From an optimization exercise on the open Yosys and OpenROAD flow, aimed at a short achievable clock period and few clock cycles; shortcuts taken in it are not production practice. In this exercise RTL edits were held to simulation tests only and were not proved equivalent to the original.

Setup of rev 12:
==> flow/design.v (excerpt) <==
module io_dma #(
   parameter int DI = 2,    
   parameter int DO = 2     
) (
   input  wire         clk,
   input  wire         rst,
   input  wire [15:0]  cpu0_instr,
   input  wire         cpu0_mon,
   input  wire         cpu0_vld,
   input  wire [23:0]  cpu0_aj,
   input  wire [23:0]  cpu0_ak,
   output logic [23:0] cpu0_ai,
   input  wire [15:0]  cpu1_instr,
   input  wire         cpu1_mon,
   input  wire         cpu1_vld,
   input  wire [23:0]  cpu1_aj,
   input  wire [23:0]  cpu1_ak,
   output logic [23:0] cpu1_ai,
   input  wire [15:0]  in0_data,
   input  wire [15:0]  in1_data,
   input  wire [1:0]   in_vld,
   output wire [1:0]   in_rdy,
   output wire [15:0]  out0_data,
   output wire [15:0]  out1_data,
   output wire [1:0]   out_vld,
   input  wire [1:0]   out_rdy,
   output logic        mem_req,
   output logic        mem_wr,
   output logic [21:0] mem_addr,
   output logic [63:0] mem_wdata,
   input  wire         mem_ack,
   input  wire [63:0]  mem_rdata
);
   localparam int OW = $clog2(DO) + 1;
   logic        d0_wca, d0_wcl, d0_rd, d0_any;
   logic        d1_wca, d1_wcl, d1_rd;
   logic        win;
   logic        s_rd, s_ok, s_int;
   logic        s_wca, s_wcl;
   logic [21:0] s_val;
   logic [3:0][21:0] cl;
   logic [1:0]  s_ch;
  ...
Size in the first run: roughly 4700 cells after synthesis, ~56000 um^2 of cells after synthesis.
clock: 6.0 ns
lec_check: 0
abc_clock_period_in_ps: 2000
cap_margin: 20
core_margin: 2
core_utilization: 55
cts_cluster_diameter: 120
cts_cluster_size: 22
setup_slack_margin: 4.0
slew_margin: 20
run.sh (not shown) runs the stock make flow with config.mk's settings and CLKGATE_MAP_FILE= SYNTH_SCRIPT=/design/flow/synth_recipe.tcl, a recipe that flattens the netlist after the stock synthesis.
Testbench counts of rev 12, summed over its fixed seeds: cycles 3,221.
What rev 13 does differently from rev 12 at the input level:
--- a/flow/design.v
+++ b/flow/design.v
@@ -322,26 +322,24 @@
       for (int k = 0; k < 4; k++)
       begin
          g_addr   = g_addr | ({22{g_q[k]}} & ca[k]);
          g_last   = g_last | (g_q[k] & lastf[k]);
       end
       g_idx = {g_q[3] | g_q[2], g_q[3] | g_q[1]};
    end
    assign g_byp     = g_v && !m_busy && !sv[rptr];
    assign push      = g_v && !g_byp;
    assign issue     = g_v;
    assign rx_pop[0] = issue && g_q[0];
    assign rx_pop[1] = issue && g_q[2];
-   logic [21:0] m_addr_s;
-   logic [63:0] m_wdata_s;
    logic [1:0] m_ch;
    logic       m_last;
    logic       load;
    logic       ack;
    assign ack  = m_busy && mem_ack;
    assign load = !m_busy || mem_ack;
    assign tx_wr[0] = ack && !m_isw && !m_ch[1];
    assign tx_wr[1] = ack && !m_isw &&  m_ch[1];
    always_ff @(posedge clk)
    begin
       if (rst)
       begin
@@ -353,39 +351,25 @@
       begin
          mem_wr    <= g_q[0] | g_q[2];
          mem_addr  <= g_addr;
          mem_wdata <= g_q[2] ? rx_head[1] : rx_head[0];
       end
       else if (load)
       begin
          mem_wr    <= s_wr_q[rptr];
          mem_addr  <= s_addr_q[rptr];
          mem_wdata <= s_data_q[rptr];
       end
       else
-      begin
          mem_wr    <= m_isw;
-         mem_addr  <= m_addr_s;
-         mem_wdata <= m_wdata_s;
-      end
-      if (g_byp)
-      begin
-         m_addr_s  <= g_addr;
-         m_wdata_s <= g_q[2] ? rx_head[1] : rx_head[0];
-      end
-      else if (load)
-      begin
-         m_addr_s  <= s_addr_q[rptr];
-         m_wdata_s <= s_data_q[rptr];
-      end
       if (g_byp)
       begin
          m_isw     <= g_q[0] | g_q[2];
          m_ch      <= g_idx;
          m_last    <= g_last;
       end
       else if (load)
       begin
          m_isw     <= s_wr_q[rptr];
          m_ch      <= s_ch_q[rptr];
          m_last    <= s_last_q[rptr];
       end
--- outcome ---
Taking rev 12 as the reference, in rev 13 hold slack now smaller, placed cell area shows a reduction of 2400 um^2, utilization has increased, gate count of the mapped netlist decreased by 5.4% relative to the old numbers, final cell count decreased about 4.5%. Summary of rev 13 over rev 12: adder-cell area share of the yosys netlist barely changed, leftover overflow at the end of global routing barely changed, multiplexer share of the synthesized area climbed 0.21 points.
Testbench counts of rev 13, summed over its fixed seeds: cycles 3,221.

## separate check: timing with driven ports
How much do the figures lean on ideal ports? The routed layouts below were timed once more, with nothing changed but the port constraints. Step 1 (the two cells are an assumption about what drives the block):
set clk [get_ports {clk}]
set_driving_cell -lib_cell sky130_fd_sc_hd__clkbuf_16 $clk
set_driving_cell -lib_cell sky130_fd_sc_hd__buf_2 [delete_from_list [all_inputs] $clk]
Step 2, shift: input delay + t, output delay - t, t = (earliest + latest rising clock arrival at the registers) / 2. This alone moves slack from input paths to output paths. Three values: ideal, step 1, step 2; two values: the first two.
run	t, ns	slack for setup (ns)	worst hold slack (ns)
rev 12	0.732	3.624 / 3.550 / 3.116	0.499 / 0.499 / 0.499
rev 13	0.730	3.622 / 3.554 / 3.066	0.459 / 0.459 / 0.459
After both steps setup and hold are still met in every run listed. For rev 13, which loses most, drivers alone change the setup slack by -0.068 ns; drivers and shift together by -0.556 ns.
